Background: an optimization exercise with open tools, aiming at small area and a short achievable clock period. Do not read the settings as production practice. The RTL was checked by simulation tests, not by an equivalence proof against the original design. No activity file was given, so power comes from the tool's default toggle rates.

### run.sh
#!/bin/bash
# synth_recipe.tcl (not shown) runs the flow's synth.tcl, then flattens the netlist and writes it again
# the make line also repeats each setting of config.mk as NAME=value (left out here)
make -C /OpenROAD-flow-scripts/flow DESIGN_CONFIG=/design/flow/config.mk WORK_HOME=/design/flow/orfs CLKGATE_MAP_FILE= SYNTH_SCRIPT=/design/flow/synth_recipe.tcl finish
### config.mk
export PLATFORM = sky130hd
export DESIGN_NAME = spi_ram_ctrl
export DESIGN_NICKNAME = spi_ram_ctrl
export VERILOG_FILES = /design/flow/design.v
export SDC_FILE = /design/flow/constraint.sdc
export NUM_CORES = 4
export LEC_CHECK = 0
export CAP_MARGIN = 20
export CORE_MARGIN = 2
export CORE_UTILIZATION = 65
export CTS_CLUSTER_DIAMETER = 100
export CTS_CLUSTER_SIZE = 30
export SETUP_SLACK_MARGIN = 2.7
export SLEW_MARGIN = 20
### constraint.sdc
create_clock -name core_clock -period 5.0 [get_ports {clk}]
set_input_delay 1.0000 -clock core_clock [delete_from_list [all_inputs] [get_ports {clk}]]
set_output_delay 1.0000 -clock core_clock [all_outputs]
set_load 0.01 [all_outputs]
### design.v
module spi_ram_ctrl (
  input  logic       clk,
  input  logic       rst_n,
  input  logic [9:0] din,
  input  logic       rx_valid,
  output logic [7:0] dout,
  output logic       tx_valid,
  output logic       cmd_err
);
  logic        rx_valid_q;
  logic        accept;
  logic [1:0]  opcode;
  logic        wr_addr_vld;
  logic        rd_armed;
  logic [7:0]  wr_addr;
  logic [15:0] rd_lo;
  logic [15:0] rd_hi;
  logic        wr_go;
  logic        rd_fire;
  logic        we_q;
  logic [15:0] we_hi_q;
  logic [15:0] we_lo_q;
  logic [7:0]  wdata_q;
  logic        hit_q;
  logic [7:0]  mem [256];
  logic [7:0]  p   [16];
  logic [7:0]  rd_data;
  assign accept  = rx_valid & ~rx_valid_q;
  assign opcode  = din[9:8];
  assign wr_go   = accept & (opcode == 2'b01) & wr_addr_vld;
  assign rd_fire = accept & (opcode == 2'b11) & rd_armed;
  always_comb begin
    rd_data = '0;
    for (int k = 0; k < 16; k++) rd_data = rd_data | (p[k] & {8{rd_hi[k]}});
  end
  always_ff @(posedge clk or negedge rst_n) begin
    if (!rst_n) begin
      rx_valid_q  <= 1'b0;
      wr_addr_vld <= 1'b0;
      rd_armed    <= 1'b0;
      cmd_err     <= 1'b0;
      tx_valid    <= 1'b0;
      dout        <= '0;
    end else begin
      rx_valid_q <= rx_valid;
      cmd_err    <= accept & (((opcode == 2'b01) & ~wr_addr_vld) |
                              ((opcode == 2'b11) & ~rd_armed));
      if (accept) begin
        tx_valid <= (opcode == 2'b11) & rd_armed;
        case (opcode)
          2'b00:   wr_addr_vld <= 1'b1;
          2'b10:   rd_armed    <= 1'b1;
          2'b11:   rd_armed    <= 1'b0;
          default: ;
        endcase
      end
      if (rd_fire) begin
        dout <= hit_q ? wdata_q : rd_data;
      end
    end
  end
  always_ff @(posedge clk) begin
    if (accept & (opcode == 2'b00)) wr_addr <= din[7:0];
    if (accept & (opcode == 2'b10)) begin
      for (int j = 0; j < 16; j++) begin
        rd_lo[j] <= (din[3:0] == 4'(j));
        rd_hi[j] <= (din[7:4] == 4'(j));
      end
    end
    if (accept) wdata_q <= din[7:0];
    we_q <= wr_go;
    for (int j = 0; j < 16; j++) begin
      we_hi_q[j] <= wr_go & (wr_addr[7:4] == 4'(j));
      we_lo_q[j] <= (wr_addr[3:0] == 4'(j));
    end
    hit_q <= we_q & rd_lo[wr_addr[3:0]] & rd_hi[wr_addr[7:4]];
  end
  always_ff @(posedge clk) begin
    for (int r = 0; r < 256; r++) begin
      if (we_hi_q[r / 16] & we_lo_q[r % 16]) mem[r] <= wdata_q;
    end
  end
  always_ff @(posedge clk) begin
    for (int k = 0; k < 16; k++) begin
      logic [7:0] acc;
      acc = '0;
      for (int j = 0; j < 16; j++) acc = acc | (mem[16*k + j] & {8{rd_lo[j]}});
      p[k] <= acc;
    end
  end
endmodule
==> flow_metrics.tcl, run 1 <==
set metrics [dict create \
    worst-setup-path-type "flop to output port" \
    endpoint "dout[4]" \
    htree_levels 3 \
    regArea_um2 66510 \
    status "finished clean" \
    post_drt_wl_per_cell_um 38.11 \
    drt_wl_total_mm 223.0 \
    cpPeakStageDelay_ns 0.50 \
    ctsLongestPathBuffers 3 \
    avgSynthCellArea_um2 19.22 \
    multi_input_area_um2 12980 \
    drcViolationCount 0 \
    grt_pass1_wl_mm 312.5 \
    synth_cells 4195 \
    io_pins 23 \
    pwr-share-clk_pct 29.1 \
    switchingPower_uw 5850 \
    fin_ws_ns 2.618 \
    worstPathMaxFanout 2 \
    setup-violations-final 0 \
    drtPass1Iterations 7 \
    p_sw_share_pct 19.43 \
    p_leak_uw 0.02632 \
    path_cells "buf_6" \
    start_util_pct 65.37 \
    cts_tree "yes" \
    synth_area_um2 80610 \
    die_w_um 356.2 \
    std_cell_rows 129 \
    cap_violations 0 \
    startpoint "dout[4]" \
    slowest_stage "dfrtp_2" \
    stdcell_count 5852 \
    whs_ns 0.4826 \
    hpwlAfterDp_mm 129.5 \
    clkTransAtPathRegs_ns 0.12 \
    grt_antenna_before_repair 26 \
    final_common_cell "edfxtp_1" \
    worst-r2r-setup-slack_ns 2.64 \
    tns_ns 0 \
    fin_crit_ns 2.382 \
    cp_num_buf_inv 1 \
    fmax_ghz 0.4199 \
    ys_warn_count 3 \
    critPathLaunchType "flop" \
    root_buffer "clkbuf_16" \
    endpoint_kind "output port" \
    drive_gt1_share_pct 5.737 \
    grt_max_degree 210 \
    hold_viol_final 0 \
    p_comb_share_pct 2.0 \
    dpl_worst_slack_ns 1.811 \
    grt_setup_unrepaired "yes" \
    gp_congestion 0.9318 \
    syn_nets 4208 \
    slew_headroom_pct 25.24 \
    drtIter0Drc 6713 \
    clock_sinks 2271 \
    place_inst 5660 \
    ant_nets 0 \
    syn2layout_area_growth_pct 5.938 \
    via_count 43618 \
    cts_buffers 85 \
    grt_pass1_vias 41593 \
    die_area_um2 126900 \
    seqPwrFrac_pct 68.9 \
    seq_area_frac_synth_pct 82.50 \
    vdd_drop_max_mv 0.2849 \
    die_h_um 356.2 \
    nets 4147 \
    worstHoldPathType "flop to flop" \
    clock-skew-final_ns 0.02307 \
    worst_slew_pin_slew_ns 1.121 \
    r2r_start "we_lo_q[0]" \
    core-area_um2 123300 \
    most-common-layout-cells "2,096 x edfxtp_1, 512 x a22o_1, 509 x a221oi_1" \
    via_per_inst 7.454 \
    min-delay-start "wr_addr_vld" \
    globalRouteTotalUtil_pct 35.11 \
    cellInternalPower_uw 24250 \
    worstSkewPairLatency_ns 0.73 \
    path_depth 1 \
    cts_hold_buf 0 \
    power_density_nw_per_um2 352.5 \
    crit_family "flip-flops" \
    nFillCells 7758 \
    total_power_uw 30100 \
    slew_violations 0 \
    reg2reg_depth 2 \
    grt_overflow 0 \
    r2r-end "mem[240][1]" \
    min_period_over_period_pct 47.63 \
    ys_ff_latch 2271 \
    cp.required_ns 4.00 \
    yosys.cell_types.count 41 \
    portBuffers 22 \
    arrival_ns 1.38 \
]
-- logic make-up (layout without fill, tap and decap cells) --
| kind of cell | count (synthesis) | in the layout | synth area share [%] |
|---|---|---|---|
| AOI/OAI and AO/OA | 1102 | 1102 | 11.93 |
| DFF | 2271 | 2271 | 82.50 |
| buffers and inverters | 284 | 289 | 1.465 |
| and+or+nand+nor | 528 | 529 | 3.885 |
| muxes | 10 | 10 | 0.2173 |
| other | 0 | 14 | 0 |
-- routing by layer --
metal	vias up	routed length, um	GRT usage, %
met2	2851	103900	53.88
met3	408	26610	7.780
met5	-	136	0
met4	22	8249	11.83
met1	22797	84140	50.99
li1	17540	-	-
-- timing repair --
action / 4_1_cts / 5_1_grt
resized for setup: 74 / 8
setup endpoints to repair: 68 / 158
cloned: 1 / 0
setup buffers: 10 / 12
pin swaps: 1 / 2
-- synth_stat cells --
cell type,instances,area [um2]
a21o_1,1,7.510
nor2_1,41,153.9
buf_1,35,131.4
a211oi_1,1,7.510
mux2i_1,4,40.04
nand3b_1,3,22.52
nand4_2,1,12.51
mux4_2,6,135.1
buf_6,5,56.30
nand3b_2,1,11.26
o31ai_1,8,60.06
nand2b_1,14,87.58
o2111ai_1,1,8.760
a2111oi_1,2,20.02
o211ai_1,1,7.510
nand4_1,136,850.8
dfrtp_1,13,325.3
a221oi_1,512,4484
nor3_2,1,10.01
a2111oi_2,5,75.07
a22o_1,512,4484
nor4_1,3,18.77
a22oi_1,48,360.4
or3b_1,1,8.760
a2111oi_0,1,8.760
or2_2,1,6.260
dfxtp_1,162,3243
nor2b_4,1,13.76
nand3_1,12,60.06
a31oi_1,1,6.260
a222oi_1,8,80.08
edfxtp_1,2096,62940
nor3_1,22,110.1
and2_1,256,1602
inv_1,2,7.510
and4_1,1,8.760
nand2_1,23,86.33
a21oi_1,1,5.000
clkbuf_1,180,675.7
nor2b_1,11,68.82
buf_2,62,310.3
-- area by class of cell --
class / count / area share, %
clock buffers: 153 / 2.889
clock inverters: 1 / 0.01319
diodes: 14 / 0.04102
inverters: 2 / 0.008791
multi-input cells: 1641 / 15.20
well taps: 1637 / 2.398
repair buffers: 133 / 1.563
flip-flops and latches: 2271 / 77.89
-- worst min path at each step --
stage	endpoint	slack, ns	depth (start not counted)
final	wr_addr_vld	0.48	1
after global routing	wr_addr_vld	0.50	1
after CTS	wr_addr_vld	0.48	1
after detailed placement	wr_addr_vld	0.45	1
after global placement	p[11][7]	0.45	2
after floorplan	wr_addr_vld	0.43	1
-- state kept, by name, indices dropped and copies added, names as in the netlist, 8 cells and up --
signal and count:
wdata_q 8, rd_hi 16, we_lo_q 16, mem 2048, we_hi_q 16, wr_addr 8
dout 8, p 128, rd_lo 16
-- power groups by stage --
| stage | combinational (uW) | clock [uW] | sequential [uW] |
|---|---|---|---|
| 6_report | 593 | 8770 | 20700 |
| 5_1_grt | 620 | 9410 | 20700 |
| 3_5_place_dp | 528 | 0 | 21200 |
| 2_1_floorplan | 131 | 0 | 21300 |
| 4_1_cts | 558 | 8810 | 20700 |
| 3_3_place_gp | 511 | 0 | 21200 |
-- stage by stage --
step	utilization [%]	cell area (um2)
floorplan	-	80620
global placement	66.99	82600
detailed placement	66.99	82600
CTS	69.09	85200
global route	69.23	85370
finish	69.25	85400
==> run 2: changes to the inputs <==
--- a/config.mk
+++ b/config.mk
@@ -7,7 +7,7 @@
 export LEC_CHECK = 0
 export CAP_MARGIN = 20
 export CORE_MARGIN = 2
-export CORE_UTILIZATION = 65
+export CORE_UTILIZATION = 75
 export CTS_CLUSTER_DIAMETER = 100
 export CTS_CLUSTER_SIZE = 30
 export SETUP_SLACK_MARGIN = 2.7
==> flow_metrics.tcl, run 2 <==
set metrics [dict create \
    cts_hold_buf 0 \
    die_h_um 331.8 \
    r2r-end "mem[178][1]" \
    ant_nets 0 \
    drtPass1Iterations 7 \
    largest_reg_flops 2048 \
    whs_ns 0.4767 \
    hold_path_end "p[10][0]" \
    route.top_layer_used "met5" \
    synthFlopType "edfxtp_1" \
    synth_top_area_share_pct 78.08 \
    portBuffers 22 \
    globalRouteTotalUtil_pct 39.68 \
    power_density_nw_per_um2 352.7 \
    cpPeakStageDelay_ns 0.52 \
    endpoint_kind "output port" \
    die_area_um2 110100 \
    die_w_um 331.8 \
    cap_violations 0 \
    vdd_drop_max_mv 0.3518 \
    nFillCells 5361 \
    place_inst 5414 \
    drt-met1-wl_mm 74.32 \
    synth.most_common_cell "edfxtp_1" \
    via_per_inst 7.917 \
    setup-violations-final 0 \
    io_pins 23 \
    worstSkewPairLatency_ns 0.72 \
    clkTransAtPathRegs_ns 0.12 \
    min-delay-start "mem[163][0]" \
    grt_antenna_before_repair 23 \
    grt_pass1_vias 42340 \
    syn2layout_area_growth_pct 5.541 \
    grt_pass1_wl_mm 305.8 \
    synth_top_area_cell "edfxtp_1" \
    r2r_start "we_lo_q[2]" \
    slew_violations 0 \
    cp_num_buf_inv 1 \
    hold-path-cell-count 2 \
    fin_crit_ns 2.425 \
    worstPathMaxFanout 2 \
    ys_ff_latch 2271 \
    critPathLaunchType "flop" \
    worst-setup-path-type "flop to output port" \
    fmax_ghz 0.4124 \
    yosys.cell_types.count 41 \
    hold_viol_final 0 \
    cp.required_ns 4.00 \
    seq_area_frac_synth_pct 82.50 \
    grt_max_degree 258 \
    most-common-layout-cells "2,096 x edfxtp_1, 512 x a22o_1, 512 x a221oi_1" \
    htree_levels 3 \
    drtIter0Drc 7661 \
    dpl_worst_slack_ns 1.824 \
    clock_sinks 2271 \
    final_common_cell "edfxtp_1" \
    post_drt_wl_per_cell_um 38.94 \
    cts_buffers 85 \
    top_register "mem" \
    min_period_over_period_pct 48.49 \
    netlist_top_cells_area "edfxtp_1 78%, a221oi_1 5.6%, a22o_1 5.6%, dfxtp_1 4.0%, and2_1 2.0%" \
    via_count 44496 \
    avgSynthCellArea_um2 19.22 \
    hpwlAfterDp_mm 121.7 \
    yosys-top-cells-count "2,096 x edfxtp_1, 512 x a221oi_1, 512 x a22o_1" \
    ys_warn_count 3 \
    std_cell_rows 120 \
    p_leak_uw 0.02624 \
    nets 4130 \
    tns_ns 0 \
    synth_area_um2 80610 \
    drive_gt1_share_pct 5.425 \
    reg2reg_depth 2 \
    crit_family "flip-flops" \
    status "finished clean" \
    grt_setup_unrepaired "yes" \
    core-area_um2 106900 \
    arrival_ns 1.42 \
    slew_headroom_pct 22.87 \
    cts_tree "yes" \
    worst-r2r-setup-slack_ns 2.61 \
    grt_overflow 0 \
    largestRegisters "mem (2048), p (128)" \
    wl_met3_mm 33.26 \
    start_util_pct 75.41 \
    async_reset_ff_share_pct 0.5724 \
    synth-edff-count 2096 \
    synth_cells 4195 \
    drt_wl_total_mm 218.8 \
    drcViolationCount 0 \
    fin_ws_ns 2.575 \
    root_buffer "clkbuf_16" \
    ctsLongestPathBuffers 3 \
    stdcell_count 5620 \
    path_cells "clkbuf_2" \
    clock-skew-final_ns 0.02334 \
    startpoint "tx_valid" \
    worstHoldPathType "flop to flop" \
    worst_slew_pin_slew_ns 1.157 \
    gp_congestion 1.004 \
    syn_nets 4208 \
    wl_met2_mm 101.2 \
    slowest_stage "dfrtp_2" \
]
-- run 2: how the worst max path moves through the flow --
| stage | endpoint | cells after the start |
|---|---|---|
| 3_3_place_gp | rd_lo[0] | 5 |
| 2_1_floorplan | mem[0][0] | 0 |
| 3_5_place_dp | rd_hi[15] | 5 |
| 5_1_grt | cmd_err | 1 |
| 4_1_cts | tx_valid | 1 |
| 6_report | tx_valid | 1 |
-- run 2: worst register-to-register path: stages, from the launching register on --
cell and delay, ns:
dfxtp_1 0.95, buf_4 0.49, and2_1 0.60
-- run 2: area by class of cell --
class / instances / area, um2 / area share (%)
Tap cell: 1403 / 1755 / 2.063
Clock inverter: 1 / 11.26 / 0.01324
Multi-Input combinational cell: 1641 / 12960 / 15.23
Sequential cell: 2271 / 66520 / 78.19
Inverter: 2 / 7.507 / 0.008824
Clock buffer: 153 / 2467 / 2.900
Timing Repair Buffer: 116 / 1271 / 1.494
Antenna cell: 33 / 82.58 / 0.09706
-- run 2: kinds of logic (layout without fill, tap and decap cells) --
logic type	count (synthesis)	in the layout	share of synthesized area [%]
flops	2271	2271	82.50
mux	10	10	0.2173
simple gates	528	529	3.885
compound gates	1102	1102	11.93
buf+inv	284	272	1.465
other cells	0	33	0
-- run 2: stage by stage --
stage          utilization, %  total power, uW  cell area (um2)
5_1_grt                 79.52            30580            85010
3_3_place_gp            76.93            21650            82240
2_1_floorplan               -            21400            80620
4_1_cts                 79.43            29900            84920
3_5_place_dp            76.93            21670            82240
6_report                79.59            30000            85080
-- run 2: power breakdown --
part | internal, uW | switching, uW | leakage, uW
clock network | 3410 | 5300 | 0.00118
logic | 146 | 377 | 0.00468
registers | 20700 | 103 | 0.0204
-- run 2: routing by layer --
layer,vias to the layer above,global-route usage [%]
li1,17519,-
met1,22511,55.27
met2,3805,59.76
met3,641,11.76
met4,20,17.08
met5,-,1.346
-- run 2: timing repair --
action | 4_1_cts | 5_1_grt
pin swaps | 1 | 1
endpoints found under the setup margin | 243 | 123
gates resized for setup | 65 | 6
buffers inserted | 15 | 2
gates cloned | 1 | 0
==> run 3: changes to the inputs <==
--- a/design.v
+++ b/design.v
@@ -18,8 +18,8 @@
   logic        wr_go;
   logic        rd_fire;
   logic        we_q;
-  logic [15:0] we_hi_q;
-  logic [15:0] we_lo_q;
+  logic [15:0] we_hi_n;
+  logic [15:0] we_lo_n;
   logic [7:0]  wdata_q;
   logic        hit_q;
   logic [7:0]  mem [256];
@@ -70,14 +70,14 @@
     if (accept) wdata_q <= din[7:0];
     we_q <= wr_go;
     for (int j = 0; j < 16; j++) begin
-      we_hi_q[j] <= wr_go & (wr_addr[7:4] == 4'(j));
-      we_lo_q[j] <= (wr_addr[3:0] == 4'(j));
+      we_hi_n[j] <= ~(wr_go & (wr_addr[7:4] == 4'(j)));
+      we_lo_n[j] <= ~(wr_addr[3:0] == 4'(j));
     end
     hit_q <= we_q & rd_lo[wr_addr[3:0]] & rd_hi[wr_addr[7:4]];
   end
   always_ff @(posedge clk) begin
     for (int r = 0; r < 256; r++) begin
-      if (we_hi_q[r / 16] & we_lo_q[r % 16]) mem[r] <= wdata_q;
+      if (!(we_hi_n[r / 16] | we_lo_n[r % 16])) mem[r] <= wdata_q;
     end
   end
   always_ff @(posedge clk) begin
--- a/config.mk
+++ b/config.mk
@@ -7,8 +7,9 @@
 export LEC_CHECK = 0
 export CAP_MARGIN = 20
 export CORE_MARGIN = 2
-export CORE_UTILIZATION = 75
+export CORE_UTILIZATION = 65
 export CTS_CLUSTER_DIAMETER = 100
 export CTS_CLUSTER_SIZE = 30
-export SETUP_SLACK_MARGIN = 2.7
+export PLACE_DENSITY = 0.75
+export SETUP_SLACK_MARGIN = 2.9
 export SLEW_MARGIN = 20
==> flow_metrics.tcl, run 3 <==
set metrics [dict create \
    status "finished clean" \
    drive_gt1_share_pct 5.853 \
    grt_max_degree 117 \
    stdcell_count 5817 \
    seqPwrFrac_pct 69.1 \
    clock-skew-final_ns 0.02712 \
    via_count 43828 \
    synth_top_area_share_pct 78.62 \
    cpPeakStageDelay_ns 0.47 \
    nFillCells 7388 \
    ant_nets 0 \
    fin_crit_ns 2.371 \
    busiest_layer "met2" \
    syn2layout_area_growth_pct 5.722 \
    crit_family "flip-flops" \
    cap_violations 0 \
    ys_ff_latch 2271 \
    most-common-layout-cells "2,096 x edfxtp_1, 512 x a22o_1, 505 x a221oi_1" \
    cts_buffers 85 \
    synth.most_common_cell "edfxtp_1" \
    async_reset_ff_share_pct 0.5724 \
    switchingPower_uw 5826 \
    die_h_um 354.9 \
    endpoint_kind "output port" \
    grt_setup_unrepaired "yes" \
    cts_hold_buf 0 \
    power_density_nw_per_um2 354.9 \
    yosys-top-cells-count "2,096 x edfxtp_1, 512 x a221oi_1, 512 x a22o_1" \
    cts_tree "yes" \
    start_util_pct 65.60 \
    drtPass1Iterations 6 \
    die_w_um 354.9 \
    tns_ns 0 \
    htree_levels 3 \
    worstSkewPairLatency_ns 0.73 \
    via_per_inst 7.534 \
    fmax_ghz 0.4217 \
    drtIter0Drc 7909 \
    synthFlopType "edfxtp_1" \
    netlist_top_cells_area "edfxtp_1 79%, a221oi_1 5.6%, a22o_1 5.6%, dfxtp_1 4.1%, nor2_1 1.3%" \
    hold_viol_final 0 \
    final_common_cell "edfxtp_1" \
    top_register "mem" \
    vdd_drop_max_mv 0.2788 \
    largest_reg_flops 2048 \
    seq_area_frac_synth_pct 83.08 \
    place_inst 5630 \
    synth_top_area_cell "edfxtp_1" \
    hpwlAfterDp_mm 118.6 \
    synth_cells 4223 \
    ys_warn_count 3 \
    worst-setup-path-type "flop to output port" \
    met3_usage_pct 8.297 \
    cp_num_buf_inv 1 \
    drcViolationCount 0 \
    p_leak_uw 0.02563 \
    synth-edff-count 2096 \
    gp_congestion 0.9309 \
    slew_headroom_pct 14.66 \
    setup-violations-final 0 \
    worstHoldPathType "flop to flop" \
    grt_overflow 0 \
    drt_wl_total_mm 215.3 \
    grt_antenna_before_repair 8 \
    post_drt_wl_per_cell_um 37.01 \
    root_buffer "clkbuf_16" \
    yosys.cell_types.count 37 \
    synth_area_um2 80060 \
    ctsLongestPathBuffers 3 \
    utilization_pct 69.35 \
    use_met2_pct 51.60 \
    use_met1_pct 48.84 \
    avgSynthCellArea_um2 18.96 \
    io_pins 23 \
    arrival_ns 1.37 \
    clock_sinks 2271 \
    globalRouteTotalUtil_pct 34.18 \
    worst_slew_pin_slew_ns 1.280 \
    syn_nets 4236 \
    critPathLaunchType "flop" \
    nets 4132 \
    largestRegisters "mem (2048), p (128)" \
    cellInternalPower_uw 24210 \
    cp.required_ns 4.00 \
    portBuffers 22 \
    clkTransAtPathRegs_ns 0.11 \
    pwr-share-clk_pct 29.2 \
    slowest_stage "dfrtp_1" \
    worstPathMaxFanout 2 \
    p_comb_share_pct 1.7 \
    grt_pass1_vias 41298 \
    path_cells "buf_2" \
    core-area_um2 122000 \
    p_sw_share_pct 19.40 \
    min_period_over_period_pct 47.43 \
    grt_pass1_wl_mm 304.0 \
    std_cell_rows 128 \
    slew_violations 0 \
    die_area_um2 126000 \
]
[run 3: cell types whose count changed in the layout (fill, tap and decap cells not counted), moves of 8 or more]
cell,before,now
and2_1,255,1
buf_12,24,14
dfxtp_1,160,146
dfxtp_2,2,16
diode_2,33,6
nand2_1,23,42
nor2_1,40,274
nor3_1,21,13
[run 3: power groups by stage]
stage / logic [uW] / clock network (uW) / registers [uW]
after detailed placement: 473 / 0 / 21200
after CTS: 473 / 8730 / 20800
after global routing: 527 / 9370 / 20800
after floorplan: 133 / 0 / 21300
after global placement: 457 / 0 / 21200
final: 497 / 8780 / 20800
[run 3: what timing repair did]
| action | in CTS | in global routing |
|---|---|---|
| buffers inserted | 13 | 10 |
| pin swaps | 3 | 8 |
| resized for setup | 55 | 32 |
| endpoints found under the setup margin | 399 | 282 |
| cloned | 1 | 0 |
[run 3: logic make-up after synthesis]
| kind of cell | after synthesis | synth area share [%] |
|---|---|---|
| mux | 11 | 0.2157 |
| buf+inv | 313 | 1.641 |
| simple gates | 524 | 3.065 |
| compound gates | 1104 | 12.00 |
| flops | 2271 | 83.08 |
[run 3: path summary, 6_finish.rpt]
| check | start | to | slack, ns | cells after the start |
|---|---|---|---|---|
| setup / recovery | dout[7] | dout[7] | 2.63 | 1 |
| hold / removal | mem[235][2] | p[14][2] | 0.48 | 2 |
| setup reg to reg | we_lo_n[11] | mem[187][4] | 2.83 | 1 |
| hold reg to reg | mem[235][2] | p[14][2] | 0.48 | 2 |
| max in group asynchronous | rst_n | dout[1] | 3.79 | 1 |
| min in group asynchronous | rst_n | tx_valid | 0.69 | 1 |
[run 3: routing by layer]
metal	up-vias	share of wire (%)
li1	17511	-
met5	-	0.030
met3	523	14
met4	10	4.8
met2	3424	45
met1	22360	35
[run 3: stage by stage]
step | setup slack (ns) | hold WS [ns] | area, um2 | power, uW
6_report | 2.629 | 0.4767 | 84640 | 30040
5_1_grt | 2.615 | 0.5085 | 84620 | 30660
4_1_cts | 2.624 | 0.4836 | 84330 | 29950
3_5_place_dp | 1.793 | 0.4618 | 81730 | 21660
3_3_place_gp | 1.845 | 0.4488 | 81730 | 21640
2_1_floorplan | 0.9362 | 0.4308 | 80070 | 21400
[run 3: layout make-up]
type | count | area [um2] | area share, %
flip-flops and latches | 2271 | 66530 | 78.61
multi-input cells | 1640 | 12360 | 14.61
clock buffers | 153 | 2467 | 2.915
well taps | 1625 | 2033 | 2.402
repair buffers | 118 | 1196 | 1.413
inverters | 3 | 15.01 | 0.01774
diodes | 6 | 15.01 | 0.01774
clock inverters | 1 | 11.26 | 0.01330
[run 3: tightest hold or removal path: stages (launching register included)]
cell and delay [ns]:
edfxtp_1 0.34, a221oi_1 0.07, nand4_1 0.06
==> run 4: changes to the inputs <==
--- a/config.mk
+++ b/config.mk
@@ -10,6 +10,5 @@
 export CORE_UTILIZATION = 65
 export CTS_CLUSTER_DIAMETER = 100
 export CTS_CLUSTER_SIZE = 30
-export PLACE_DENSITY = 0.75
-export SETUP_SLACK_MARGIN = 2.9
+export SETUP_SLACK_MARGIN = 3.0
 export SLEW_MARGIN = 20
==> flow_metrics.tcl, run 4 <==
set metrics [dict create \
    post_drt_wl_per_cell_um 38.73 \
    most-common-layout-cells "2,096 x edfxtp_1, 512 x a22o_1, 469 x a221oi_1" \
    via_per_inst 7.495 \
    netlist_top_cells_area "edfxtp_1 79%, a221oi_1 5.6%, a22o_1 5.6%, dfxtp_1 4.1%, nor2_1 1.3%" \
    ant_nets 0 \
    async_reset_ff_share_pct 0.5724 \
    nets 4167 \
    worstPathMaxFanout 1 \
    drtIter0Drc 7153 \
    synthFlopType "edfxtp_1" \
    worstSkewPairLatency_ns 0.73 \
    drive_gt1_share_pct 9.858 \
    start_util_pct 65.60 \
    yosys-top-cells-count "2,096 x edfxtp_1, 512 x a221oi_1, 512 x a22o_1" \
    fin_crit_ns 2.353 \
    ys_warn_count 3 \
    synth-edff-count 2096 \
    syn2layout_area_growth_pct 6.968 \
    crit_family "flip-flops" \
    worst-setup-path-type "flop to output port" \
    top_register "mem" \
    largest_reg_flops 2048 \
    synth_cells 4223 \
    syn_nets 4236 \
    fmax_ghz 0.4250 \
    grt_pass1_vias 41921 \
    setup-violations-final 0 \
    cpPeakStageDelay_ns 0.47 \
    nFillCells 7673 \
    cap_violations 0 \
    synth_area_um2 80060 \
    cts_tree "yes" \
    grt_pass1_wl_mm 317.2 \
    seq_area_frac_synth_pct 83.08 \
    core-area_um2 122000 \
    worstHoldPathType "flop to flop" \
    gp_congestion 0.8957 \
    min_period_over_period_pct 47.06 \
    synth.most_common_cell "edfxtp_1" \
    whs_ns 0.4801 \
    drcViolationCount 0 \
    grt_antenna_before_repair 11 \
    status "finished clean" \
    std_cell_rows 128 \
    via_count 43851 \
    globalRouteTotalUtil_pct 36.05 \
    slew_headroom_pct 20.44 \
    grt_setup_unrepaired "yes" \
    largestRegisters "mem (2048), p (128)" \
    slowest_stage "dfrtp_1" \
    yosys.cell_types.count 37 \
    p_leak_uw 0.02595 \
    synth_top_area_share_pct 78.62 \
    clock-skew-final_ns 0.02747 \
    hpwlAfterDp_mm 124.2 \
    die_h_um 354.9 \
    total_power_uw 30020 \
    clock_sinks 2271 \
    grt_max_degree 188 \
    regArea_um2 66540 \
    avgSynthCellArea_um2 18.96 \
    die_area_um2 126000 \
    grt_overflow 0 \
    ys_ff_latch 2271 \
    drt_wl_total_mm 226.6 \
    root_buffer "clkbuf_16" \
    arrival_ns 1.35 \
    drtPass1Iterations 6 \
    critPathLaunchType "flop" \
    portBuffers 22 \
    clkTransAtPathRegs_ns 0.12 \
    cts_buffers 85 \
    cp.required_ns 4.00 \
    cp_num_buf_inv 1 \
    synth_top_area_cell "edfxtp_1" \
    slew_violations 0 \
    power_density_nw_per_um2 350.6 \
    die_w_um 354.9 \
    multi_input_area_um2 12920 \
    io_pins 23 \
    worst_slew_pin_slew_ns 1.193 \
    path_cells "buf_6" \
    endpoint_kind "output port" \
    htree_levels 3 \
    hold_viol_final 0 \
    final_common_cell "edfxtp_1" \
    tns_ns 0 \
    vdd_drop_max_mv 0.3741 \
    ctsLongestPathBuffers 3 \
]
-- run 4: cell types whose count changed in the layout (fill, tap and decap cells not counted), sizes merged --
cell and delta:
bufbuf +2, inv +1, clkbuf -3, buf +34
-- run 4: cells by family after synthesis --
kind of cell	Yosys count	synth area share [%]
buffers and inverters	313	1.641
AOI/OAI and AO/OA	1104	12.00
and+or+nand+nor	524	3.065
muxes	11	0.2157
DFF	2271	83.08
-- run 4: path summary, 6_finish.rpt --
check                            startpoint     endpoint  slack (ns)  cells after the start
worst max-delay path                cmd_err      cmd_err        2.65                      1
worst min-delay path            wr_addr_vld  wr_addr_vld        0.48                      1
worst max register to register     rd_hi[5]      dout[2]        2.76                      5
worst min register to register  wr_addr_vld  wr_addr_vld        0.48                      1
max in group asynchronous             rst_n      dout[0]        3.77                      1
min in group asynchronous             rst_n  wr_addr_vld        0.71                      1
-- run 4: per-stage QoR --
step / util, % / cells / instance area, um2 / worst slack [ns]
global placement: 67.04 / 5638 / 81810 / 1.849
global route: 70.16 / 5845 / 85620 / 2.614
detailed placement: 67.04 / 5638 / 81810 / 1.838
finish: 70.17 / 5851 / 85630 / 2.647
CTS: 69.79 / 5835 / 85170 / 2.632
floorplan: - / 4223 / 80070 / 0.9362
-- run 4: layout make-up --
type,count,share of cell area [%]
flip-flops and latches,2271,77.71
multi-input cells,1640,15.08
well taps,1625,2.374
inverters,3,0.01753
clock inverters,2,0.02338
clock buffers,151,2.823
repair buffers,153,1.954
diodes,6,0.01753
-- run 4: per-layer routing --
metal / GRT usage [%] / vias up / part of all wire [%]
met5: 0 / - / 0.058
met4: 10.84 / 20 / 3.4
met3: 8.159 / 427 / 12
met2: 55.61 / 3002 / 47
met1: 52.56 / 22828 / 37
li1: - / 17574 / -
-- run 4: power by group --
group / leakage [uW] / internal [uW] / switching, uW / total, uW
clock: 0.00116 / 3350 / 5390 / 8740
combinational: 0.00442 / 141 / 381 / 522
sequential: 0.0204 / 20700 / 93.9 / 20800
-- run 4: repair_timing --
item                       in CTS  in global routing
hold buffers                    0                  0
gates resized for setup       177                 78
buffers inserted               40                  9
pin swaps                      13                 14
setup endpoints to repair     851                465
cloned                          4                  0
==> run 5: changes to the inputs <==
--- a/config.mk
+++ b/config.mk
@@ -10,5 +10,5 @@
 export CORE_UTILIZATION = 65
 export CTS_CLUSTER_DIAMETER = 100
 export CTS_CLUSTER_SIZE = 30
-export SETUP_SLACK_MARGIN = 3.0
+export SETUP_SLACK_MARGIN = 2.65
 export SLEW_MARGIN = 20
==> flow_metrics.tcl, run 5 <==
set metrics [dict create \
    hold_viol_final 0 \
    worst_slew_pin_slew_ns 1.287 \
    synth_cells 4223 \
    reg2reg_depth 4 \
    largestRegisters "mem (2048), p (128)" \
    async_reset_ff_share_pct 0.5724 \
    globalRouteTotalUtil_pct 35.69 \
    synth-edff-count 2096 \
    ys_ff_latch 2271 \
    portBuffers 22 \
    htree_levels 3 \
    yosys-top-cells-count "2,096 x edfxtp_1, 512 x a221oi_1, 512 x a22o_1" \
    arrival_ns 2.98 \
    endpoint_kind "flop" \
    fin_area_um2 84490 \
    placed_area_um2 81810 \
    via_count 43711 \
    clkTransAtPathRegs_ns 0.12 \
    synth_top_area_cell "edfxtp_1" \
    die_h_um 354.9 \
    cts_tree "yes" \
    status "finished clean" \
    core-area_um2 122000 \
    die_w_um 354.9 \
    min-delay-start "mem[123][2]" \
    ant_nets 0 \
    nFillCells 7758 \
    syn2layout_area_growth_pct 5.539 \
    fin_crit_ns 2.384 \
    slew_violations 0 \
    via_per_inst 7.517 \
    hpwlAfterDp_mm 126.6 \
    ctsLongestPathBuffers 3 \
    p_leak_uw 0.02557 \
    cp.required_ns 5.60 \
    most-common-layout-cells "2,096 x edfxtp_1, 512 x a22o_1, 512 x a221oi_1" \
    critPathLaunchType "flop" \
    grt_pass1_wl_mm 315.0 \
    worst-setup-path-type "flop to flop" \
    start_util_pct 65.60 \
    grt_antenna_before_repair 11 \
    clock-skew-final_ns 0.02757 \
    grt_overflow 0 \
    drtPass1Iterations 6 \
    min_period_over_period_pct 47.67 \
    post_drt_wl_per_cell_um 38.58 \
    root_buffer "clkbuf_16" \
    hold-path-cell-count 2 \
    cap_violations 0 \
    stdcell_count 5815 \
    slew_headroom_pct 14.20 \
    final_common_cell "edfxtp_1" \
    top_register "mem" \
    hold_path_end "p[7][2]" \
    drt_wl_total_mm 224.3 \
    r2r_start "rd_hi[9]" \
    cts_hold_buf 0 \
    worstSkewPairLatency_ns 0.72 \
    avgSynthCellArea_um2 18.96 \
    r2r-end "dout[6]" \
    io_pins 23 \
    fmax_ghz 0.4195 \
    drcViolationCount 0 \
    gp_congestion 0.9386 \
    tns_ns 0 \
    setup-violations-final 0 \
    nets 4130 \
    die_area_um2 126000 \
    synth_area_um2 80060 \
    cts_buffers 85 \
    drtIter0Drc 7179 \
    place_inst 5642 \
    std_cell_rows 128 \
    yosys.cell_types.count 37 \
    regArea_um2 66530 \
    synth_top_area_share_pct 78.62 \
    netlist_top_cells_area "edfxtp_1 79%, a221oi_1 5.6%, a22o_1 5.6%, dfxtp_1 4.1%, nor2_1 1.3%" \
    syn_nets 4236 \
    vdd_drop_max_mv 0.3410 \
    largest_reg_flops 2048 \
    worstHoldPathType "flop to flop" \
    worst-r2r-setup-slack_ns 2.62 \
    grt_pass1_vias 41443 \
    multi_input_area_um2 12300 \
    synthFlopType "edfxtp_1" \
    grt_setup_unrepaired "yes" \
    total_power_uw 30060 \
    seq_area_frac_synth_pct 83.08 \
    power_density_nw_per_um2 355.8 \
    synth.most_common_cell "edfxtp_1" \
    ys_warn_count 3 \
    grt_max_degree 161 \
    worstPathMaxFanout 9 \
    drive_gt1_share_pct 5.589 \
    clock_sinks 2271 \
]
==> run 5: cell counts after synthesis <==
Identical to the previous run, type by type.
==> run 5: kinds of logic after synthesis <==
family	Yosys count	synth area share, %
buf+inv	313	1.641
flops	2271	83.08
compound gates	1104	12.00
simple gates	524	3.065
mux	11	0.2157
==> run 5: through the flow <==
| step | hold WS [ns] | worst slack [ns] | utilization (%) |
|---|---|---|---|
| 3_3_place_gp | 0.4450 | 1.828 | 67.02 |
| 6_report | 0.4813 | 2.616 | 69.23 |
| 3_5_place_dp | 0.4509 | 1.784 | 67.03 |
| 4_1_cts | 0.4801 | 2.614 | 69.10 |
| 5_1_grt | 0.5028 | 2.611 | 69.23 |
| 2_1_floorplan | 0.4308 | 0.9362 | - |
==> run 5: how the worst max path moves through the flow <==
stage	startpoint	end	cells after the start
6_report	rd_hi[9]	dout[6]	4
5_1_grt	dout[5]	dout[5]	1
4_1_cts	dout[3]	dout[3]	1
3_5_place_dp	rx_valid	rd_lo[15]	5
3_3_place_gp	rx_valid	rd_lo[13]	5
2_1_floorplan	wdata_q[0]	mem[0][0]	0
==> run 5: cell type report <==
class / count / area share (%)
Antenna cell: 3 / 0.008885
Clock buffer: 156 / 2.934
Clock inverter: 1 / 0.01333
Inverter: 3 / 0.01777
Multi-Input combinational cell: 1640 / 14.55
Sequential cell: 2271 / 78.74
Tap cell: 1625 / 2.406
Timing Repair Buffer: 116 / 1.322
==> run 5: repair_timing <==
item,in CTS,in global routing
cloned,1,0
buffers inserted,4,6
pin swaps,2,4
endpoints found under the setup margin,64,155
resized for setup,53,11
==> run 5: per-layer routing <==
layer  GRT usage, %  up-vias  wire length, um
li1               -    17485                -
met1          53.42    22667            85300
met2          53.23     3111           101800
met3          7.092      436            27760
met4          13.20       12             9332
met5              0        -               87
==> run 5: where the power goes <==
group	total [uW]	internal [uW]	switching, uW
combinational	512	137	375
clock	8780	3420	5360
sequential	20800	20700	97.0
==> run 5: critical path, cell delays in order, from the launching register on <==
cell,delay (ns)
edfxtp_1,0.72
a22oi_1,0.61
nand4_1,0.24
a2111oi_0,0.54
o31ai_1,0.15
==> run 6: changes to the inputs <==
--- a/config.mk
+++ b/config.mk
@@ -10,5 +10,5 @@
 export CORE_UTILIZATION = 65
 export CTS_CLUSTER_DIAMETER = 100
 export CTS_CLUSTER_SIZE = 30
-export SETUP_SLACK_MARGIN = 2.65
+export SETUP_SLACK_MARGIN = 2.9
 export SLEW_MARGIN = 20
==> flow_metrics.tcl, run 6 <==
set metrics [dict create \
    grt_max_degree 225 \
    ctsLongestPathBuffers 3 \
    fmax_ghz 0.4265 \
    grt_setup_unrepaired "yes" \
    slowest_stage "dfrtp_1" \
    endpoint_kind "output port" \
    die_area_um2 126000 \
    grt_overflow 0 \
    drtIter0Drc 7036 \
    cts_hold_buf 0 \
    fin_crit_ns 2.345 \
    largest_reg_flops 2048 \
    worst_slew_pin_slew_ns 1.225 \
    die_h_um 354.9 \
    async_reset_ff_share_pct 0.5724 \
    hpwlAfterDp_mm 126.8 \
    seqPwrFrac_pct 69.1 \
    worst-setup-path-type "flop to output port" \
    worst-r2r-setup-slack_ns 2.72 \
    clock-skew-final_ns 0.03238 \
    synth_cells 4223 \
    crit_family "flip-flops" \
    synthMuxAreaShare_pct 0.2157 \
    cts_tree "yes" \
    p_sw_share_pct 19.55 \
    netlist_top_cells_area "edfxtp_1 79%, a221oi_1 5.6%, a22o_1 5.6%, dfxtp_1 4.1%, nor2_1 1.3%" \
    synth_top_area_share_pct 78.62 \
    io_pins 23 \
    nets 4173 \
    power_density_nw_per_um2 352.1 \
    reg2reg_depth 4 \
    seq_area_frac_synth_pct 83.08 \
    cap_violations 0 \
    min_period_over_period_pct 46.90 \
    cpPeakStageDelay_ns 0.47 \
    htree_levels 3 \
    p_comb_share_pct 1.7 \
    grt_pass1_vias 41884 \
    die_w_um 354.9 \
    setup-violations-final 0 \
    grt_pass1_wl_mm 317.5 \
    synth.most_common_cell "edfxtp_1" \
    drtPass1Iterations 6 \
    p_leak_uw 0.02586 \
    ys_warn_count 3 \
    min-delay-start "mem[140][0]" \
    synth_area_um2 80060 \
    final_common_cell "edfxtp_1" \
    std_cell_rows 128 \
    portBuffers 22 \
    r2r-end "dout[6]" \
    most-common-layout-cells "2,096 x edfxtp_1, 512 x a22o_1, 501 x a221oi_1" \
    start_util_pct 65.60 \
    largestRegisters "mem (2048), p (128)" \
    cellInternalPower_uw 24150 \
    yosys-top-cells-count "2,096 x edfxtp_1, 512 x a221oi_1, 512 x a22o_1" \
    core-area_um2 122000 \
    synth_xor_xnor_area_share_pct 0 \
    syn_nets 4236 \
    drive_gt1_share_pct 8.187 \
    avgSynthCellArea_um2 18.96 \
    root_buffer "clkbuf_16" \
    synth_top_area_cell "edfxtp_1" \
    cts_buffers 85 \
    status "finished clean" \
    synth_fa_ha_area_share_pct 0 \
    synth_compound_area_share_pct 12.00 \
    drt_wl_total_mm 226.9 \
    synthFlopType "edfxtp_1" \
    slew_headroom_pct 18.35 \
    cp_num_buf_inv 1 \
    ant_nets 0 \
    startpoint "dout[3]" \
    via_count 44166 \
    switchingPower_uw 5868 \
    tns_ns 0 \
    via_per_inst 7.539 \
    clock_sinks 2271 \
    yosys.cell_types.count 37 \
    gp_congestion 0.9227 \
    fin_area_um2 85250 \
    syn2layout_area_growth_pct 6.494 \
    worstPathMaxFanout 2 \
    drcViolationCount 0 \
    worstHoldPathType "flop to flop" \
    slew_violations 0 \
    path_cells "buf_2" \
    vdd_drop_max_mv 0.3636 \
    critPathLaunchType "flop" \
    clkTransAtPathRegs_ns 0.11 \
    globalRouteTotalUtil_pct 35.97 \
    top_register "mem" \
    grt_antenna_before_repair 8 \
    nFillCells 7674 \
    post_synth_and_or_nand_nor_area_fraction_pct 3.065 \
    synth_top_family_by_area "compound AO/OA/AOI/OAI gates" \
    r2r_start "rd_hi[5]" \
    pwr-share-clk_pct 29.1 \
    worstSkewPairLatency_ns 0.72 \
    placed_area_um2 81960 \
    hold-path-cell-count 2 \
    cp.required_ns 4.00 \
    ys_ff_latch 2271 \
    post_drt_wl_per_cell_um 38.73 \
    synth-edff-count 2096 \
    hold_path_end "p[8][0]" \
    arrival_ns 1.34 \
    hold_viol_final 0 \
]
[run 6: cell counts after synthesis]
No cell type changed its count.
[run 6: per-stage QoR]
stage	worst slack [ns]	cells	hold WS (ns)	utilization [%]	total power [uW]
floorplan	0.9362	4223	0.4308	-	21400
global placement	1.856	5646	0.4539	67.16	21650
detailed placement	1.825	5646	0.4595	67.16	21670
CTS	2.548	5844	0.4886	69.67	30000
global route	2.643	5851	0.5063	69.85	30670
finish	2.655	5858	0.4852	69.86	30020
[run 6: power groups by stage]
stage,combinational [uW],clock [uW],sequential [uW]
5_1_grt,553,9370,20700
6_report,524,8750,20700
3_3_place_gp,477,0,21200
3_5_place_dp,499,0,21200
2_1_floorplan,133,0,21300
4_1_cts,506,8760,20700
[run 6: timing repair]
item	4_1_cts	5_1_grt
endpoints found under the setup margin	435	245
gates cloned	1	0
setup buffers	44	5
pin swaps	17	15
resized for setup	113	33
[run 6: cell type report]
cell class	instances	area [um2]	area share, %
Sequential cell	2271	66520	78.03
Clock inverter	2	20.02	0.02348
Antenna cell	7	17.52	0.02055
Multi-Input combinational cell	1640	12670	14.86
Inverter	3	15.01	0.01761
Timing Repair Buffer	159	1558	1.827
Tap cell	1625	2033	2.385
Clock buffer	151	2417	2.835
[run 6: logic make-up after synthesis]
kind of cell,count (synthesis)
multiplexers,11
AND/OR/NAND/NOR,524
flip-flops,2271
buffers and inverters,313
AO/OA/AOI/OAI,1104
[run 6: how the worst max path moves through the flow]
stage               slack (ns)  cells past startpoint        end
floorplan                 0.94                      0  mem[0][0]
global placement          1.86                      5  rd_lo[15]
detailed placement        1.82                      5   rd_lo[7]
CTS                       2.55                      1    dout[7]
global route              2.64                      1    dout[5]
finish                    2.66                      1    dout[3]
[run 6: metal layers]
layer	GRT usage (%)	part of all wire (%)
met5	0	0.014
met1	52.41	37
met4	13.20	4.0
met2	54.55	46
met3	8.000	12
==> run 7: changes to the inputs <==
--- a/config.mk
+++ b/config.mk
@@ -10,5 +10,6 @@
 export CORE_UTILIZATION = 65
 export CTS_CLUSTER_DIAMETER = 100
 export CTS_CLUSTER_SIZE = 30
+export GPL_ROUTABILITY_DRIVEN = 0
 export SETUP_SLACK_MARGIN = 2.9
 export SLEW_MARGIN = 20
==> flow_metrics.tcl, run 7 <==
set metrics [dict create \
    worstSkewPairLatency_ns 0.72 \
    slew_headroom_pct 18.35 \
    grt_antenna_before_repair 8 \
    switchingPower_uw 5868 \
    yosys.cell_types.count 37 \
    syn2layout_area_growth_pct 6.494 \
    seqPwrFrac_pct 69.1 \
    drt_wl_total_mm 226.9 \
    grt_setup_unrepaired "yes" \
    post_drt_wl_per_cell_um 38.73 \
    top_register "mem" \
    synth.most_common_cell "edfxtp_1" \
    clock-skew-final_ns 0.03238 \
    p_comb_share_pct 1.7 \
    slew_violations 0 \
    hpwlAfterDp_mm 126.8 \
    status "finished clean" \
    fmax_ghz 0.4265 \
    cap_violations 0 \
    cts_hold_buf 0 \
    syn_nets 4236 \
    via_count 44166 \
    nFillCells 7674 \
    cp.required_ns 4.00 \
    synth-edff-count 2096 \
    min_period_over_period_pct 46.90 \
    drtIter0Drc 7036 \
    nets 4173 \
    p_sw_share_pct 19.55 \
    yosys-top-cells-count "2,096 x edfxtp_1, 512 x a221oi_1, 512 x a22o_1" \
    worstPathMaxFanout 2 \
    cts_buffers 85 \
    portBuffers 22 \
    drive_gt1_share_pct 8.187 \
    slowest_stage "dfrtp_1" \
    grt_pass1_vias 41884 \
    hold_viol_final 0 \
    worstHoldPathType "flop to flop" \
    cp_num_buf_inv 1 \
    multi_input_area_um2 12670 \
    drcViolationCount 0 \
    fin_crit_ns 2.345 \
    most-common-layout-cells "2,096 x edfxtp_1, 512 x a22o_1, 501 x a221oi_1" \
    grt_pass1_wl_mm 317.5 \
    arrival_ns 1.34 \
    worst-setup-path-type "flop to output port" \
    globalRouteTotalUtil_pct 35.97 \
    drtPass1Iterations 6 \
    ys_warn_count 3 \
    final_common_cell "edfxtp_1" \
    grt_overflow 0 \
    worst_slew_pin_slew_ns 1.225 \
    power_density_nw_per_um2 352.1 \
    core-area_um2 122000 \
    regArea_um2 66520 \
    cellInternalPower_uw 24150 \
    via_per_inst 7.539 \
    ant_nets 0 \
    die_w_um 354.9 \
    die_h_um 354.9 \
    cts_tree "yes" \
    netlist_top_cells_area "edfxtp_1 79%, a221oi_1 5.6%, a22o_1 5.6%, dfxtp_1 4.1%, nor2_1 1.3%" \
    seq_area_frac_synth_pct 83.08 \
    path_cells "buf_2" \
    std_cell_rows 128 \
    clock_sinks 2271 \
    p_leak_uw 0.02586 \
    largest_reg_flops 2048 \
    htree_levels 3 \
    endpoint_kind "output port" \
    grt_max_degree 225 \
    synth_area_um2 80060 \
    synth_top_area_cell "edfxtp_1" \
    root_buffer "clkbuf_16" \
    cpPeakStageDelay_ns 0.47 \
    tns_ns 0 \
    synth_cells 4223 \
    synthFlopType "edfxtp_1" \
    vdd_drop_max_mv 0.3636 \
    avgSynthCellArea_um2 18.96 \
    ctsLongestPathBuffers 3 \
    pwr-share-clk_pct 29.1 \
    largestRegisters "mem (2048), p (128)" \
    clkTransAtPathRegs_ns 0.11 \
    async_reset_ff_share_pct 0.5724 \
    crit_family "flip-flops" \
    ys_ff_latch 2271 \
    io_pins 23 \
    utilization_pct 69.86 \
    setup-violations-final 0 \
    synth_top_area_share_pct 78.62 \
    critPathLaunchType "flop" \
    start_util_pct 65.60 \
    die_area_um2 126000 \
]
==> run 7: cell counts in the layout (fill, tap and decap cells not counted) <==
No cell type changed its count.
==> run 7: path summary, 6_finish.rpt <==
check,slack (ns),depth (start not counted),from,to
setup / recovery,2.66,1,dout[3],dout[3]
hold / removal,0.49,2,mem[140][0],p[8][0]
setup reg to reg,2.72,4,rd_hi[5],dout[6]
hold reg to reg,0.49,2,mem[140][0],p[8][0]
max in group asynchronous,3.78,1,rst_n,dout[7]
min in group asynchronous,0.71,1,rst_n,dout[0]
==> run 7: logic make-up after synthesis <==
| family | Yosys count | synth area share, % |
|---|---|---|
| AOI/OAI and AO/OA | 1104 | 12.00 |
| buffers and inverters | 313 | 1.641 |
| DFF | 2271 | 83.08 |
| muxes | 11 | 0.2157 |
| and+or+nand+nor | 524 | 3.065 |
==> run 7: what timing repair did <==
action | in CTS | in global routing
cloned | 1 | 0
resized for setup | 113 | 33
pin swaps | 17 | 15
setup buffers | 44 | 5
endpoints found under the setup margin | 435 | 245
==> run 7: area by class of cell <==
cell class / count / share of cell area, %
timing repair buffer: 159 / 1.827
clock buffer: 151 / 2.835
tap: 1625 / 2.385
inverter: 3 / 0.01761
multi-input combinational: 1640 / 14.86
sequential: 2271 / 78.03
clock inverter: 2 / 0.02348
antenna: 7 / 0.02055
==> run 7: per-layer routing <==
metal  routed length, um  up-vias  GRT usage [%]
met5                  32        -              0
met2              105000     3072          54.55
met3               27940      468          8.000
li1                    -    17587              -
met1               84900    23033          52.41
met4                9027        6          13.20
==> run 7: power by group through the flow <==
| stage | Combinational, uW | Sequential (uW) | Clock (uW) |
|---|---|---|---|
| after global placement | 477 | 21200 | 0 |
| final | 524 | 20700 | 8750 |
| after floorplan | 133 | 21300 | 0 |
| after CTS | 506 | 20700 | 8760 |
| after global routing | 553 | 20700 | 9370 |
| after detailed placement | 499 | 21200 | 0 |
==> run 7: per-stage QoR <==
stage,instances,cell area [um2],power [uW],hold WS [ns],setup slack [ns]
finish,5858,85250,30020,0.4852,2.655
global route,5851,85240,30670,0.5063,2.643
CTS,5844,85020,30000,0.4886,2.548
detailed placement,5646,81960,21670,0.4595,1.825
global placement,5646,81960,21650,0.4539,1.856
floorplan,4223,80070,21400,0.4308,0.9362
==> run 7: worst register-to-register path: stages, from the launching register on <==
cell	delay (ns)
edfxtp_1	0.51
a222oi_1	0.91
nand3_2	0.29
a2111oi_4	0.31
o31ai_1	0.13
==> run 8: changes to the inputs <==
--- a/config.mk
+++ b/config.mk
@@ -8,8 +8,7 @@
 export CAP_MARGIN = 20
 export CORE_MARGIN = 2
 export CORE_UTILIZATION = 65
-export CTS_CLUSTER_DIAMETER = 100
+export CTS_CLUSTER_DIAMETER = 60
 export CTS_CLUSTER_SIZE = 30
-export GPL_ROUTABILITY_DRIVEN = 0
 export SETUP_SLACK_MARGIN = 2.9
 export SLEW_MARGIN = 20
==> flow_metrics.tcl, run 8 <==
set metrics [dict create \
    cellInternalPower_uw 26560 \
    gp_congestion 0.9227 \
    utilization_pct 71.65 \
    synth_top_area_cell "edfxtp_1" \
    path_cells "buf_2" \
    drt_wl_total_mm 227.8 \
    top_register "mem" \
    drcViolationCount 0 \
    core-area_um2 122000 \
    synth_top_family_by_area "compound AO/OA/AOI/OAI gates" \
    async_reset_ff_share_pct 0.5724 \
    hold_viol_final 0 \
    drive_gt1_share_pct 11.30 \
    grt_setup_unrepaired "yes" \
    p_leak_uw 0.02694 \
    whs_ns 0.4745 \
    fin_crit_ns 2.417 \
    synth_top_area_share_pct 78.62 \
    min-delay-start "mem[78][6]" \
    die_area_um2 126000 \
    grt_antenna_before_repair 6 \
    worst-setup-path-type "flop to output port" \
    synth-edff-count 2096 \
    synth_area_um2 80060 \
    seqPwrFrac_pct 61.9 \
    nets 4231 \
    io_pins 23 \
    portBuffers 22 \
    cap_violations 0 \
    use_met2_pct 54.74 \
    path_depth 1 \
    clkTransAtPathRegs_ns 0.09 \
    final_common_cell "edfxtp_1" \
    grt_pass1_vias 42446 \
    fin_area_um2 87440 \
    synth_cells 4223 \
    drtIter0Drc 7276 \
    cts_buffers 143 \
    cts_hold_buf 0 \
    met3_usage_pct 8.451 \
    synth.most_common_cell "edfxtp_1" \
    avgSynthCellArea_um2 18.96 \
    cpPeakStageDelay_ns 0.47 \
    worstHoldPathType "flop to flop" \
    slowest_stage "dfrtp_1" \
    busiest_layer "met2" \
    std_cell_rows 128 \
    grt_overflow 0 \
    setup-violations-final 0 \
    worstPathMaxFanout 2 \
    synth_fa_ha_area_share_pct 0 \
    via_count 44518 \
    yosys-top-cells-count "2,096 x edfxtp_1, 512 x a221oi_1, 512 x a22o_1" \
    hold-path-cell-count 2 \
    grt_pass1_wl_mm 320.1 \
    largest_reg_flops 2048 \
    hpwlAfterDp_mm 126.8 \
    most-common-layout-cells "2,096 x edfxtp_1, 512 x a22o_1, 501 x a221oi_1" \
    die_w_um 354.9 \
    htree_levels 4 \
    post_drt_wl_per_cell_um 38.26 \
    drtPass1Iterations 6 \
    switchingPower_uw 6942 \
    clock_sinks 2271 \
    worstSkewPairLatency_ns 0.79 \
    min_period_over_period_pct 48.34 \
    worst_slew_pin_slew_ns 1.225 \
    crit_family "flip-flops" \
    cp.required_ns 4.00 \
    cts_tree "yes" \
    slew_violations 0 \
    seq_area_frac_synth_pct 83.08 \
    syn2layout_area_growth_pct 9.218 \
    ant_nets 0 \
    p_comb_share_pct 1.6 \
    status "finished clean" \
    globalRouteTotalUtil_pct 36.34 \
    synthFlopType "edfxtp_1" \
    netlist_top_cells_area "edfxtp_1 79%, a221oi_1 5.6%, a22o_1 5.6%, dfxtp_1 4.1%, nor2_1 1.3%" \
    ys_warn_count 3 \
    worst-r2r-setup-slack_ns 2.84 \
    power_density_nw_per_um2 383.2 \
    r2r_start "we_lo_n[10]" \
    largestRegisters "mem (2048), p (128)" \
    startpoint "dout[7]" \
    synth_xor_xnor_area_share_pct 0 \
    critPathLaunchType "flop" \
    start_util_pct 65.60 \
    reg2reg_depth 2 \
    die_h_um 354.9 \
    p_sw_share_pct 20.72 \
    yosys.cell_types.count 37 \
    root_buffer "clkbuf_16" \
    clock-skew-final_ns 0.03875 \
    ys_ff_latch 2271 \
    ctsLongestPathBuffers 3 \
    arrival_ns 1.42 \
    pwr-share-clk_pct 36.5 \
    synthMuxAreaShare_pct 0.2157 \
    via_per_inst 7.477 \
    tns_ns 0 \
    cp_num_buf_inv 1 \
    use_met1_pct 52.76 \
    placed_area_um2 81960 \
    grt_max_degree 225 \
    endpoint_kind "output port" \
    post_synth_and_or_nand_nor_area_fraction_pct 3.065 \
    syn_nets 4236 \
    synth_compound_area_share_pct 12.00 \
    vdd_drop_max_mv 0.3934 \
    slew_headroom_pct 18.01 \
    fmax_ghz 0.4138 \
]
-- run 8: layout make-up --
cell class	count	area, um2
sequential	2271	66520
fill	7460	34600
multi-input combinational	1640	12610
clock buffer	165	3752
tap	1625	2033
timing repair buffer	159	1570
clock inverter	89	928.4
inverter	3	15.01
antenna	2	5.005
-- run 8: path summary, 6_finish.rpt --
check	endpoint
min in group asynchronous	rd_armed
max reg2reg	mem[186][1]
min reg2reg	p[4][6]
max	dout[7]
min	p[4][6]
max in group asynchronous	dout[5]
-- run 8: metrics by stage --
step	setup WS, ns	instances	total power, uW
after floorplan	0.9362	4223	21400
after global placement	1.856	5646	21650
after detailed placement	1.825	5646	21670
after CTS	2.573	5943	33500
after global routing	2.568	5952	34240
final	2.583	5954	33500
-- run 8: cell families (layout without fill, tap and decap cells) --
| family | Yosys count | in the layout |
|---|---|---|
| AOI/OAI and AO/OA | 1104 | 1104 |
| buffers and inverters | 313 | 416 |
| DFF | 2271 | 2271 |
| muxes | 11 | 11 |
| other | 0 | 2 |
| and+or+nand+nor | 524 | 525 |
-- run 8: routing by layer --
| layer | wire, um | share of wire (%) |
|---|---|---|
| met1 | 84710 | 37 |
| met2 | 104400 | 46 |
| met3 | 29050 | 13 |
| met4 | 9527 | 4.2 |
| met5 | 52 | 0.023 |
-- run 8: power by group through the flow --
stage / sequential (uW) / combinational [uW] / clock (uW)
after detailed placement: 21200 / 499 / 0
after global placement: 21200 / 477 / 0
after global routing: 20700 / 551 / 13000
after floorplan: 21300 / 133 / 0
after CTS: 20700 / 503 / 12300
final: 20700 / 522 / 12200
-- run 8: what timing repair did --
item	in CTS	in global routing
pin swaps	15	20
buffers inserted	42	5
endpoints found under the setup margin	444	239
cloned	1	0
gates resized for setup	110	31
==> run 9: changes to the inputs <==
==> flow/run.sh (new file) <==
#!/bin/bash
# The standard layout, with the signal ports constrained to one die edge.
set -euo pipefail
bash standard.sh IO_CONSTRAINTS="$PWD/flow/io.tcl" finish > standard.log 2>&1
==> flow/io.tcl (new file) <==
# Keep every signal port on the left edge, so the command, status and read-data
# registers sit close to their ports.
set_io_pin_constraint -pin_names {din[*] rx_valid rst_n dout[*] tx_valid cmd_err} -region left:*
==> standard.sh (new file) <==
#!/bin/bash
# synth_recipe.tcl (not shown) runs the flow's synth.tcl, then flattens the netlist and writes it again
# the make line also repeats each setting of config.mk as NAME=value (left out here)
make -C /OpenROAD-flow-scripts/flow DESIGN_CONFIG=/design/flow/config.mk WORK_HOME=/design/flow/orfs CLKGATE_MAP_FILE= SYNTH_SCRIPT=/design/flow/synth_recipe.tcl "${@:-finish}"
--- a/config.mk
+++ b/config.mk
@@ -8,7 +8,7 @@
 export CAP_MARGIN = 20
 export CORE_MARGIN = 2
 export CORE_UTILIZATION = 65
-export CTS_CLUSTER_DIAMETER = 60
+export CTS_CLUSTER_DIAMETER = 100
 export CTS_CLUSTER_SIZE = 30
 export SETUP_SLACK_MARGIN = 2.9
 export SLEW_MARGIN = 20
removed: run.sh
==> flow_metrics.tcl, run 9 <==
set metrics [dict create \
    cellInternalPower_uw 24250 \
    worst_slew_pin_slew_ns 1.376 \
    seqPwrFrac_pct 68.7 \
    core-area_um2 122000 \
    slew_violations 0 \
    std_cell_rows 128 \
    top_register "mem" \
    grt_antenna_before_repair 17 \
    path_cells "buf_4, buf_12, a221oi_4, nand4_1" \
    setup-violations-final 0 \
    vdd_drop_max_mv 0.3123 \
    cp_num_buf_inv 2 \
    synth_cells 4223 \
    ant_nets 0 \
    cp.required_ns 5.39 \
    portBuffers 22 \
    drtIter0Drc 9471 \
    largest_reg_flops 2048 \
    switchingPower_uw 6031 \
    grt_overflow 0 \
    cts_tree "yes" \
    yosys-top-cells-count "2,096 x edfxtp_1, 512 x a221oi_1, 512 x a22o_1" \
    min_period_over_period_pct 48.46 \
    tns_ns 0 \
    async_reset_ff_share_pct 0.5724 \
    pwr-share-clk_pct 29.4 \
    globalRouteTotalUtil_pct 41.50 \
    regArea_um2 66540 \
    final_common_cell "edfxtp_1" \
    largestRegisters "mem (2048), p (128)" \
    p_leak_uw 0.02732 \
    nFillCells 7269 \
    fmax_ghz 0.4127 \
    ys_ff_latch 2271 \
    htree_levels 3 \
    synth_top_area_cell "edfxtp_1" \
    drive_gt1_share_pct 12.71 \
    critPathLaunchType "flop" \
    die_area_um2 126000 \
    ys_warn_count 3 \
    synth_area_um2 80060 \
    clkTransAtPathRegs_ns 0.12 \
    synth_top_area_share_pct 78.62 \
    seq_area_frac_synth_pct 83.08 \
    synth-edff-count 2096 \
    post_drt_wl_per_cell_um 45.03 \
    crit_family "simple AND/OR/NAND/NOR gates" \
    yosys.cell_types.count 37 \
    start_util_pct 65.60 \
    netlist_top_cells_area "edfxtp_1 79%, a221oi_1 5.6%, a22o_1 5.6%, dfxtp_1 4.1%, nor2_1 1.3%" \
    arrival_ns 2.81 \
    drcViolationCount 0 \
    syn2layout_area_growth_pct 10.48 \
    multi_input_area_um2 13300 \
    placed_area_um2 81860 \
    endpoint_kind "flop" \
    grt_max_degree 173 \
    drt_wl_total_mm 268.7 \
    cts_buffers 85 \
    synth.most_common_cell "edfxtp_1" \
    gp_congestion 0.9822 \
    power_density_nw_per_um2 342.4 \
    clock_sinks 2271 \
    worstSkewPairLatency_ns 0.74 \
    most-common-layout-cells "2,096 x edfxtp_1, 511 x a22o_1, 379 x a221oi_1" \
    io_pins 23 \
    slew_headroom_pct 8.280 \
    slowest_stage "nand4_1" \
    p_comb_share_pct 1.9 \
    hpwlAfterDp_mm 127.5 \
    avgSynthCellArea_um2 18.96 \
    hold_viol_final 0 \
    worstPathMaxFanout 71 \
    via_per_inst 7.862 \
    worst-setup-path-type "flop to flop" \
    clock-skew-final_ns 0.03223 \
    worstHoldPathType "flop to flop" \
    syn_nets 4236 \
    utilization_pct 72.47 \
    cpPeakStageDelay_ns 0.57 \
    status "finished clean" \
    ctsLongestPathBuffers 3 \
    root_buffer "clkbuf_16" \
    fin_crit_ns 2.423 \
    p_sw_share_pct 19.92 \
    die_w_um 354.9 \
    grt_setup_unrepaired "yes" \
    die_h_um 354.9 \
    nets 4276 \
    grt_pass1_wl_mm 354.5 \
    synthFlopType "edfxtp_1" \
    fin_area_um2 88440 \
    drtPass1Iterations 10 \
    grt_pass1_vias 43343 \
    via_count 46911 \
    cap_violations 0 \
]
[run 9: logic make-up after synthesis]
logic type / synth area share [%]
flip-flops: 83.08
AO/OA/AOI/OAI: 12.00
AND/OR/NAND/NOR: 3.065
buffers and inverters: 1.641
multiplexers: 0.2157
[run 9: layout make-up]
| cell class | count | area share, % |
|---|---|---|
| diodes | 13 | 0.03678 |
| multi-input cells | 1640 | 15.04 |
| flip-flops and latches | 2271 | 75.23 |
| clock inverters | 1 | 0.01273 |
| inverters | 3 | 0.01698 |
| clock buffers | 152 | 2.786 |
| repair buffers | 262 | 4.578 |
| well taps | 1625 | 2.299 |
[run 9: final timing paths]
kind / endpoint / from / cells past startpoint / slack (ns)
max: p[3][1] / rd_lo[8] / 4 / 2.58
min: wr_addr_vld / wr_addr_vld / 1 / 0.47
max reg2reg: p[3][1] / rd_lo[8] / 4 / 2.58
min reg2reg: wr_addr_vld / wr_addr_vld / 1 / 0.47
max in group asynchronous: dout[7] / rst_n / 1 / 3.75
min in group asynchronous: rd_armed / rst_n / 1 / 0.70
[run 9: what timing repair did]
| item | 4_1_cts | 5_1_grt |
|---|---|---|
| pin swaps | 31 | 60 |
| gates cloned | 42 | 13 |
| resized for setup | 217 | 166 |
| hold buffers | 0 | 0 |
| buffers inserted | 71 | 41 |
| endpoints found under the setup margin | 448 | 631 |
[run 9: power by group through the flow]
stage | sequential [uW] | clock, uW | combinational (uW)
6_report | 20800 | 8910 | 581
5_1_grt | 20800 | 9480 | 602
4_1_cts | 20800 | 8820 | 543
3_5_place_dp | 21200 | 0 | 488
3_3_place_gp | 21200 | 0 | 473
2_1_floorplan | 21300 | 0 | 133
[run 9: layer usage]
layer / up-vias / share of wire (%) / track usage [%]
li1: 17839 / - / -
met4: 20 / 5.4 / 19.20
met5: - / 0.049 / 0
met1: 24126 / 34 / 57.59
met2: 4213 / 43 / 59.39
met3: 713 / 17 / 15.34
[run 9: per-stage QoR]
step	hold WS, ns	power, uW	instances	setup slack (ns)
2_1_floorplan	0.4308	21400	4223	0.9362
3_3_place_gp	0.4474	21670	5634	1.969
3_5_place_dp	0.4464	21680	5634	1.920
4_1_cts	0.4737	30140	5900	2.610
5_1_grt	0.4877	30860	5954	2.592
6_report	0.4731	30280	5967	2.577

re-timing with driven ports:
Ports are ideal in the flow. The routed layouts listed here were re-timed in OpenROAD.
Step 1 (the two cells are an assumption about what drives the block):
set clk [get_ports {clk}]
set_driving_cell -lib_cell sky130_fd_sc_hd__clkbuf_16 $clk
set_driving_cell -lib_cell sky130_fd_sc_hd__buf_2 [delete_from_list [all_inputs] $clk]
Step 2, shift: input delay + t, output delay - t, t = (earliest + latest rising clock arrival at the registers) / 2. This alone moves slack from input paths to output paths.
a / b / c = ideal ports / drivers / drivers and shift; a / b = the first two.
| run | t (ns) | setup WS [ns] | hold WS [ns] | slew at the worst register clock pin (ns) |
|---|---|---|---|---|
| run 1 | 0.789 | 2.618 / 2.546 / 1.935 | 0.483 / 0.483 / 0.483 | 0.12 / 0.12 |
| run 2 | 0.782 | 2.575 / 2.505 / 1.953 | 0.477 / 0.477 / 0.477 | 0.12 / 0.12 |
| run 3 | 0.800 | 2.629 / 2.545 / 2.246 | 0.477 / 0.477 / 0.477 | 0.12 / 0.12 |
| run 4 | 0.801 | 2.647 / 2.566 / 2.301 | 0.480 / 0.480 / 0.480 | 0.12 / 0.12 |
| run 5 | 0.794 | 2.616 / 2.559 / 1.946 | 0.481 / 0.481 / 0.481 | 0.12 / 0.12 |
| run 6 | 0.786 | 2.655 / 2.578 / 2.200 | 0.485 / 0.485 / 0.485 | 0.12 / 0.12 |
| run 7 | 0.786 | 2.655 / 2.578 / 2.200 | 0.485 / 0.485 / 0.485 | 0.12 / 0.12 |
| run 8 | 0.843 | 2.583 / 2.506 / 2.013 | 0.474 / 0.474 / 0.474 | 0.10 / 0.10 |
| run 9 | 0.803 | 2.577 / 2.532 / 2.185 | 0.473 / 0.473 / 0.473 | 0.12 / 0.12 |
After both steps setup and hold are still met in every run listed. For run 1, which loses most, drivers alone change the setup slack by -0.072 ns; drivers and shift together by -0.683 ns.
